Source: an optimization exercise on an open RTL-to-GDS flow (aim: small area). Production flows keep margins and buffers that such runs may drop. RTL that was checked went through simulation tests only; none was proved equivalent to the original. Power is estimated from default activity; no workload was simulated.

==> tundra: inputs <==
## aurora_lane
module aurora_lane
#(
    parameter int SH_CNT_MAX     = 64,
    parameter int SH_INVALID_MAX = 16
) (
    input  logic                 clk160,
    input  logic                 rst,
    input  logic [aurora_pkg::PAYLOAD_W-1:0] tx_data_i,
    input  aurora_pkg::sync_hdr_e            tx_sync_i,
    output logic                 tx_data_next_o,
    output logic [aurora_pkg::BYTE_W-1:0]    tx_byte_o,
    input  logic [aurora_pkg::BYTE_W-1:0]    rx_byte_i,
    output logic [aurora_pkg::PAYLOAD_W-1:0] rx_data_o,
    output aurora_pkg::sync_hdr_e            rx_sync_o,
    output logic                 rx_valid_o,
    output logic                 block_lock_o
);
    logic [BLOCK_W-1:0] rx_block;
    logic               rx_block_valid;
    logic               slip;
    tx_lane u_tx_lane (
        .clk160      (clk160),
        .rst         (rst),
        .data_i      (tx_data_i),
        .sync_i      (tx_sync_i),
        .data_next_o (tx_data_next_o),
        .byte_o      (tx_byte_o)
    );
    rx_gearbox u_rx_gearbox (
        .clk160        (clk160),
        .rst           (rst),
        .byte_i        (rx_byte_i),
        .slip_i        (slip),
        .block_o       (rx_block),
        .block_valid_o (rx_block_valid)
    );
    assign rx_sync_o = aurora_pkg::sync_hdr_e'(rx_block[HDR_W-1:0]);
    assign rx_data_o = rx_block[BLOCK_W-1:HDR_W];
    block_sync #(
        .SH_CNT_MAX     (SH_CNT_MAX),
        .SH_INVALID_MAX (SH_INVALID_MAX)
    ) u_block_sync (
        .clk160      (clk160),
        .rst         (rst),
        .hdr_i       (rx_sync_o),
        .hdr_valid_i (rx_block_valid),
        .slip_o      (slip),
        .lock_o      (block_lock_o)
    );
    assign rx_valid_o = rx_block_valid && block_lock_o;
endmodule
export LEC_CHECK = 0
export CAP_MARGIN = 20
export CELL_PAD_IN_SITES_DETAIL_PLACEMENT = 1
export CELL_PAD_IN_SITES_GLOBAL_PLACEMENT = 2
export CORE_MARGIN = 2
export CORE_UTILIZATION = 40
export SLEW_MARGIN = 20
create_clock -name core_clock -period 6.25 [get_ports {clk160}]
standard.sh (not shown) runs the stock make flow with config.mk's settings and CLKGATE_MAP_FILE= SYNTH_SCRIPT=/design/flow/synth_recipe.tcl, a recipe that flattens the netlist after the stock synthesis.
==> flow/flow/run.sh <==
#!/bin/bash
# Own layout flow: the standard flow, with three changes.
#  1. After the standard synthesis, the combinational cells are mapped again by
#     ABC for area with a few scripts, keeping the smallest result; flip-flops
#     are left exactly as the standard synthesis made them.
#  2. Port buffers are the smallest buffer cell.
#  3. CTS without dummy loads.
# Every tool writes its full output to a log of its own in this folder.
set -euo pipefail
W=$PWD
R=$W/orfs/results/$FLOW_PLATFORM/aurora_lane/base
LIB=$FLOW_HOME/platforms/$FLOW_PLATFORM/lib/sky130_fd_sc_hd__tt_025C_1v80.lib

export CTS_ARGS="-sink_clustering_enable -repair_clock_nets -dont_use_dummy_load -buf_list sky130_fd_sc_hd__clkbuf_8 -sink_clustering_size 15 -sink_clustering_max_diameter 60"
export BUFFER_PORTS_ARGS="-buffer_cell sky130_fd_sc_hd__buf_1"

bash standard.sh synth > $W/log_1_standard_synth.txt 2>&1
cp $R/1_2_yosys.v $W/std_1_2_yosys.v

DU=""
for c in $(cat $W/flow/dont_use.txt); do DU="$DU -dont_use $c"; done
FLOPS=$(grep -oE "sky130_fd_sc_hd__[a-z0-9_]+" $W/std_1_2_yosys.v | sort -u | grep -E "__(df|edf|sdf|dl)" | tr '\n' ' ')
best=""
best_area=""
for s in $W/flow/abc_*.abc; do
  n=$(basename $s .abc)
  cat > $W/remap_$n.ys <<EOF
read_liberty -ignore_miss_func $LIB
read_verilog $W/std_1_2_yosys.v
hierarchy -top $FLOW_TOP
setattr -mod -set keep_hierarchy 1 $FLOPS
flatten
opt_clean
abc -script $s -liberty $LIB $DU
opt_clean -purge
blackbox $FLOPS
hilomap -singleton -hicell sky130_fd_sc_hd__conb_1 HI -locell sky130_fd_sc_hd__conb_1 LO
insbuf -buf sky130_fd_sc_hd__buf_4 A X
splitnets
opt_clean -purge
tee -o $W/remap_$n.stat stat -liberty $LIB
write_verilog -noattr -nohex -nodec $W/remap_$n.v
EOF
  if yosys -s $W/remap_$n.ys > $W/log_2_remap_$n.txt 2>&1; then
    a=$(grep "Chip area for module" $W/remap_$n.stat | head -1 | awk '{print $NF}')
    echo "$n $a" >> $W/remap_areas.txt
    if [[ -z "$best_area" ]] || awk -v a="$a" -v b="$best_area" 'BEGIN{exit !(a<b)}'; then
      best=$n; best_area=$a
    fi
  fi
done
echo "best $best $best_area" >> $W/remap_areas.txt
cp $W/remap_$best.v $R/1_2_yosys.v
rm -f $R/1_synth.odb $R/1_synth.sdc
bash standard.sh > $W/log_3_standard_layout.txt 2>&1
==> flow/flow/abc_1.abc <==
strash
&get -n
&fraig -x
&put
scorr
dc2
strash
dch -f
amap
==> flow/flow/abc_2.abc <==
strash
&get -n
&nf -a
&put
==> flow/flow/abc_3.abc <==
strash
dch -f
amap
==> flow/flow/abc_4.abc <==
strash
&get -n
&dch -f
&nf -a -R 1000
&put
==> flow/flow/abc_5.abc <==
strash
&get -n
&fraig -x
&put
scorr
dc2
strash
&get -n
&dch -f
&nf
&put
==> flow/flow/dont_use.txt <==
sky130_fd_sc_hd__lpflow_bleeder_1
sky130_fd_sc_hd__lpflow_clkbufkapwr_1
sky130_fd_sc_hd__lpflow_clkbufkapwr_16
sky130_fd_sc_hd__lpflow_clkbufkapwr_2
sky130_fd_sc_hd__lpflow_clkbufkapwr_4
sky130_fd_sc_hd__lpflow_clkbufkapwr_8
sky130_fd_sc_hd__lpflow_clkinvkapwr_1
sky130_fd_sc_hd__lpflow_clkinvkapwr_16
sky130_fd_sc_hd__lpflow_clkinvkapwr_2
sky130_fd_sc_hd__lpflow_clkinvkapwr_4
sky130_fd_sc_hd__lpflow_clkinvkapwr_8
sky130_fd_sc_hd__lpflow_decapkapwr_12
sky130_fd_sc_hd__lpflow_decapkapwr_3
sky130_fd_sc_hd__lpflow_decapkapwr_4
sky130_fd_sc_hd__lpflow_decapkapwr_6
sky130_fd_sc_hd__lpflow_decapkapwr_8
sky130_fd_sc_hd__lpflow_inputiso0n_1
sky130_fd_sc_hd__lpflow_inputiso0p_1
sky130_fd_sc_hd__lpflow_inputiso1n_1
sky130_fd_sc_hd__lpflow_inputiso1p_1
sky130_fd_sc_hd__lpflow_inputisolatch_1
sky130_fd_sc_hd__lpflow_isobufsrc_1
sky130_fd_sc_hd__lpflow_isobufsrc_16
sky130_fd_sc_hd__lpflow_isobufsrc_2
sky130_fd_sc_hd__lpflow_isobufsrc_4
sky130_fd_sc_hd__lpflow_isobufsrc_8
sky130_fd_sc_hd__lpflow_isobufsrckapwr_16
sky130_fd_sc_hd__lpflow_lsbuf_lh_hl_isowell_tap_1
sky130_fd_sc_hd__lpflow_lsbuf_lh_hl_isowell_tap_2
sky130_fd_sc_hd__lpflow_lsbuf_lh_hl_isowell_tap_4
sky130_fd_sc_hd__lpflow_lsbuf_lh_isowell_4
sky130_fd_sc_hd__lpflow_lsbuf_lh_isowell_tap_1
sky130_fd_sc_hd__lpflow_lsbuf_lh_isowell_tap_2
sky130_fd_sc_hd__lpflow_lsbuf_lh_isowell_tap_4
sky130_fd_sc_hd__probe_p_8
sky130_fd_sc_hd__probec_p_8
==> inputs of amber, as changes to tundra <==
==> flow/run.sh (new file) <==
#!/bin/bash
# synth_recipe.tcl (not shown) runs the flow's synth.tcl, then flattens the netlist and writes it again
# the make line also repeats each setting of config.mk as NAME=value (left out here)
make -C /OpenROAD-flow-scripts/flow DESIGN_CONFIG=/design/flow/config.mk WORK_HOME=/design/flow/orfs CLKGATE_MAP_FILE= SYNTH_SCRIPT=/design/flow/synth_recipe.tcl finish
Settings changed: CELL_PAD_IN_SITES_DETAIL_PLACEMENT 1 to default, CELL_PAD_IN_SITES_GLOBAL_PLACEMENT 2 to default, CTS_BUF_LIST from default to sky130_fd_sc_hd__clkbuf_16, CTS_CLUSTER_DIAMETER from default to 80, CTS_CLUSTER_SIZE from default to 25.
removed: flow/flow/run.sh
removed: flow/flow/abc_1.abc
removed: flow/flow/abc_2.abc
removed: flow/flow/abc_3.abc
removed: flow/flow/abc_4.abc
removed: flow/flow/abc_5.abc
removed: flow/flow/dont_use.txt
removed: flow/standard.sh
==> inputs of nickel, as changes to tundra <==
--- a/flow/design.v
+++ b/flow/design.v
@@ -26,36 +26,35 @@
     input  logic                 clk160,
     input  logic                 rst,
     input  logic [aurora_pkg::PAYLOAD_W-1:0] data_i,
     input  aurora_pkg::sync_hdr_e            sync_i,
     output logic                 data_next_o,
-    output logic [aurora_pkg::BYTE_W-1:0]    byte_o
+    output logic [aurora_pkg::BYTE_W-1:0]    byte_o,
+    output logic [1:0]                       beat_o    
 );
     localparam int TAIL_W = 30;                  
     localparam int CAT_W  = BLOCK_W + TAIL_W;    
     logic [1:0]         beat_q;
     logic [5:0]         rd2_q;       
-    logic               run_q;       
     logic               need_blk;
     logic [BLOCK_W-1:0] hold_q;
     logic [TAIL_W-1:0]  tail_q;
     logic [CAT_W-1:0]   cat;
     logic [3:0]         rd_byte;
     logic [13:0]        win;
     logic [7:0]         line;
     assign need_blk    = (beat_q == 2'd3) && (rd2_q > 6'd28);
     assign data_next_o = need_blk;
+    assign beat_o      = beat_q;
     always_ff @(posedge clk160) begin
         if (rst) begin
             beat_q <= '0;
-            rd2_q  <= 6'd32;
-            run_q  <= 1'b0;
+            rd2_q  <= 6'd48;
         end else begin
             beat_q <= beat_q + 1'b1;
             if (need_blk) begin
-                rd2_q <= rd2_q - 6'd29;
-                run_q <= 1'b1;
+                rd2_q <= {2'b00, 4'(rd2_q - 6'd29)};
             end else begin
                 rd2_q <= rd2_q + 6'd4;
             end
         end
     end
@@ -73,11 +72,11 @@
     logic [3:0]   grp_n [14];
     logic [1:0]   half_n [8];
     assign catx = {8'b0, cat};
     always_comb begin
         for (int i = 0; i < 12; i++) q_hot[i] = (rd_byte == 4'(i));
-        for (int i = 0; i < 4; i++)  s_hot[i] = run_q && (rd2_q[1:0] == 2'(i));
+        for (int i = 0; i < 4; i++)  s_hot[i] = (rd2_q[1:0] == 2'(i));
         for (int k = 0; k < 14; k++) begin
             for (int g = 0; g < 4; g++)
                 grp_n[k][g] = ~((q_hot[3*g]   & catx[8*(3*g)+k]) |
                                 (q_hot[3*g+1] & catx[8*(3*g+1)+k]) |
                                 (q_hot[3*g+2] & catx[8*(3*g+2)+k]));
@@ -97,68 +96,78 @@
 import aurora_pkg::*;
 module rx_gearbox
 (
     input  logic               clk160,
     input  logic               rst,
+    input  logic [1:0]         beat_i,      
     input  logic [aurora_pkg::BYTE_W-1:0]  byte_i,
     input  logic               slip_i,
     output logic [aurora_pkg::BLOCK_W-1:0] block_o,
     output logic               block_valid_o
 );
     localparam int SR_W   = 105;
     localparam int FILL_W = 7;
-    logic [1:0]        beat_q;
     logic [SR_W-1:0]   sr_q;
     logic [FILL_W-1:0] fill_q;
-    logic [2:0]        sel_a_q;
-    logic [2:0]        sel_b_q;
-    logic [1:0]        sel_c_q;
-    logic [1:0]        sel_d_q;
-    logic [4:0]        pos;
-    logic [3:0]        pos_lo;
-    logic [76:0]       st1n;
-    logic [68:0]       st2;
-    logic [66:0]       st3n;
     logic              word_done;
     logic              emit;
-    logic [FILL_W-1:0] rem_fill;
     logic [FILL_W-1:0] cat_fill;
     logic              slip_pend_q;
     logic              slip_req;
     logic              slip_go;
+    logic [4:0]        pos;
+    logic [2:0]        pos_hi;
+    logic [2:0]        sel_a;
+    logic [2:0]        sel_b;
+    logic [1:0]        sel_c;
+    logic [1:0]        sel_d;
+    logic [2:0]        sel_a_q;
+    logic [2:0]        sel_b_q;
+    logic [1:0]        sel_c_q;
+    logic [1:0]        sel_d_q;
     logic [100:0]      win;
-    assign word_done = (beat_q == 2'd3);
+    logic [76:0]       st1n;
+    logic [68:0]       st2;
+    logic [66:0]       st3n;
+    assign word_done = (beat_i == 2'd3);
     assign emit      = (fill_q >= FILL_W'(BLOCK_W));
     always_comb begin
-        rem_fill = emit ? fill_q - FILL_W'(BLOCK_W) : fill_q;
-        cat_fill = word_done ? rem_fill + FILL_W'(WORD_W) : rem_fill;
+        if (word_done)  cat_fill = fill_q + FILL_W'(WORD_W);
+        else if (emit)  cat_fill = fill_q - FILL_W'(BLOCK_W);
+        else            cat_fill = fill_q;
         slip_req = slip_i || slip_pend_q;
         slip_go  = slip_req && (cat_fill != '0);
     end
     always_ff @(posedge clk160) begin
         if (rst) begin
-            beat_q        <= '0;
             fill_q        <= '0;
             slip_pend_q   <= 1'b0;
             block_valid_o <= 1'b0;
         end else begin
-            beat_q        <= beat_q + 1'b1;
             fill_q        <= slip_go ? cat_fill - 1'b1 : cat_fill;
             slip_pend_q   <= slip_req && !slip_go;
             block_valid_o <= emit;
         end
     end
     always_ff @(posedge clk160) begin
-        sr_q  <= {byte_i, sr_q[SR_W-1:BYTE_W]};
-        sel_a_q <= {pos >= 5'd24, pos >= 5'd12 && pos < 5'd24, pos < 5'd12};
-        sel_b_q <= {pos_lo >= 4'd8, pos_lo >= 4'd4 && pos_lo < 4'd8, pos_lo < 4'd4};
-        sel_c_q <= {pos_lo[1], !pos_lo[1]};
-        sel_d_q <= {pos_lo[0], !pos_lo[0]};
+        sr_q <= {byte_i, sr_q[SR_W-1:BYTE_W]};
     end
     always_comb begin
         pos    = 5'(7'd97 - fill_q);
-        pos_lo = (pos >= 5'd24) ? 4'(pos - 5'd24) : (pos >= 5'd12) ? 4'(pos - 5'd12) : pos[3:0];
+        pos_hi = pos[4:2];
+        sel_a  = {pos_hi >= 3'd6, pos_hi >= 3'd3 && pos_hi < 3'd6, pos_hi < 3'd3};
+        sel_b  = {pos_hi == 3'd2 || pos_hi == 3'd5,
+                  pos_hi == 3'd1 || pos_hi == 3'd4 || pos_hi == 3'd7,
+                  pos_hi == 3'd0 || pos_hi == 3'd3 || pos_hi == 3'd6};
+        sel_c  = {pos[1], !pos[1]};
+        sel_d  = {pos[0], !pos[0]};
+    end
+    always_ff @(posedge clk160) begin
+        sel_a_q <= sel_a;
+        sel_b_q <= sel_b;
+        sel_c_q <= sel_c;
+        sel_d_q <= sel_d;
     end
     assign win = sr_q[100:0];
     always_comb begin
         for (int k = 0; k < 77; k++)
             st1n[k] = ~((sel_a_q[0] & win[k]) | (sel_a_q[1] & win[k+12]) | (sel_a_q[2] & win[k+24]));
@@ -268,21 +277,24 @@
     output logic                 block_lock_o
 );
     logic [BLOCK_W-1:0] rx_block;
     logic               rx_block_valid;
     logic               slip;
+    logic [1:0]         beat;
     tx_lane u_tx_lane (
         .clk160      (clk160),
         .rst         (rst),
         .data_i      (tx_data_i),
         .sync_i      (tx_sync_i),
         .data_next_o (tx_data_next_o),
-        .byte_o      (tx_byte_o)
+        .byte_o      (tx_byte_o),
+        .beat_o      (beat)
     );
     rx_gearbox u_rx_gearbox (
         .clk160        (clk160),
         .rst           (rst),
+        .beat_i        (beat),
         .byte_i        (rx_byte_i),
         .slip_i        (slip),
         .block_o       (rx_block),
         .block_valid_o (rx_block_valid)
     );
--- a/flow/flow/run.sh
+++ b/flow/flow/run.sh
@@ -9,11 +9,11 @@
 set -euo pipefail
 W=$PWD
 R=$W/orfs/results/$FLOW_PLATFORM/aurora_lane/base
 LIB=$FLOW_HOME/platforms/$FLOW_PLATFORM/lib/sky130_fd_sc_hd__tt_025C_1v80.lib
 
-export CTS_ARGS="-sink_clustering_enable -repair_clock_nets -dont_use_dummy_load -buf_list sky130_fd_sc_hd__clkbuf_8 -sink_clustering_size 15 -sink_clustering_max_diameter 60"
+export CTS_ARGS="-sink_clustering_enable -repair_clock_nets -dont_use_dummy_load -buf_list {sky130_fd_sc_hd__clkbuf_4 sky130_fd_sc_hd__clkbuf_16} -sink_clustering_buffer sky130_fd_sc_hd__clkbuf_16 -root_buf sky130_fd_sc_hd__clkbuf_4 -sink_clustering_size 30 -sink_clustering_max_diameter 80"
 export BUFFER_PORTS_ARGS="-buffer_cell sky130_fd_sc_hd__buf_1"
 
 bash standard.sh synth > $W/log_1_standard_synth.txt 2>&1
 cp $R/1_2_yosys.v $W/std_1_2_yosys.v
 
==> flow/flow/abc_6.abc (new file) <==
strash
&get -n
&fraig -x
&put
scorr
dc2
strash
&get -n
&dch -f
&nf -R 1000 -E 100
&put
==> flow/flow/abc_7.abc (new file) <==
strash
&get -n
&fraig -x
&put
scorr
dc2
strash
&get -n
&dch -f
&nf -R 1000 -E 100 -C 32 -F 8 -A 4
&put
==> flow/flow/abc_8.abc (new file) <==
strash
dc2
strash
&get -n
&dch -f
&nf -R 1000 -E 100
&put
==> flow/flow/abc_9.abc (new file) <==
strash
&get -n
&fraig -x
&put
scorr
dc2
strash
&get -n
&dch -f
&nf -R 1000 -E 10 -p -C 32 -F 8
&put
removed: flow/flow/abc_2.abc
removed: flow/flow/abc_3.abc
==> summary of the runs <==
- Final cell count: amber is larger than tundra (about 5%).
- Global-route usage: nickel > tundra > amber.
- In amber the first-iteration DRC count is larger than in tundra, by 21%.
- In amber the critical path depth is higher than in nickel, by 1.
- In nickel the worst setup slack is lower than in amber, by 0.098 ns.
- The lowest count of clock-buffer cells in the layout belongs to nickel, the highest to tundra.
- Maximum frequency: tundra is higher than amber (about 3%).
- Wire length, highest first: tundra, nickel, amber.
- Of tundra and amber, tundra has the higher clock skew (gap 0.044 ns).
- In amber the area after synthesis is larger than in tundra, by about 9%.
- Non-clock buffer count: tundra is lower than nickel (3).
==> figures <==
item	amber	tundra	nickel
Result of the run	no timing/DRC/antenna violations	no timing/DRC/antenna violations	no timing/DRC/antenna violations
Final routed wirelength across all metal layers	33.7 mm	34.4 mm	33.8 mm
Worst reg-to-reg path cell count	11	9	12
Fmax achieved	0.205 GHz	0.212 GHz	0.201 GHz
Post-layout minimum cycle time	4.87 ns	4.72 ns	4.97 ns
Dpl cell area	13,200 um2	11,600 um2	11,300 um2
Number of tapcells	378	335	330
Post-synth design cell area	11,500 um2	10,500 um2	10,100 um2
Internal power	2.39 mW	2.22 mW	2.11 mW
Combined area of the multi-input logic cells	5130 um2	4630 um2	4280 um2
Routed length per instance	22.1 um	23.8 um	25.0 um
Grt met2 use	0.330	0.363	0.420
Final-layout worst hold slack	0.334 ns	0.306 ns	0.339 ns
Register share of total power	0.555	0.592	0.625
CTS Root Buffer Type	clkbuf_16	clkbuf_8	clkbuf_4
WP depth	7	10	6
Multi-In Gates	695	660	585
Sequential share of cell area	0.432	0.488	0.503
Peak-usage layer in the global routing report	met2	met1	met2
Clock-cell share	0.0313	0.0309	0.0237
Max FO, Critical Path	52	13	58
Slew of the pin with the lowest slew margin	1.00 ns	1.03 ns	1.10 ns
Setup slack of the worst register-to-register path	2.33 ns	2.38 ns	1.85 ns
No functional check of the RTL was part of nickel.

static timing again, ports no longer ideal:
The flow's constraints put no driver on any port. The routed layouts listed below were extracted and timed again, unchanged, in two steps. Step 1 (the two cells are an assumption about what drives the block):
set clk [get_ports {clk160}]
set_driving_cell -lib_cell sky130_fd_sc_hd__clkbuf_16 $clk
set_driving_cell -lib_cell sky130_fd_sc_hd__buf_2 [delete_from_list [all_inputs] $clk]
Step 2 times the ports against the registers' clock, not the clock port: input delays grow and output delays shrink by t, the midpoint of the rising clock arrivals with the driver on. Slacks: ideal ports / drivers / drivers and shift; pairs: ideal ports / drivers.
run	t, ns	setup slack, ns	hold WS [ns]	clock arrival spread, ns	cell pins on the clock port's net
tundra	0.579	1.530 / 1.482 / 2.060	0.306 / 0.306 / 0.306	0.097 / 0.097	1
amber	0.528	1.381 / 1.330 / 1.858	0.334 / 0.334 / 0.334	0.027 / 0.026	1
nickel	0.671	1.283 / 1.239 / 1.846	0.339 / 0.339 / 0.339	0.064 / 0.064	1
After both steps every run listed still meets setup and hold.
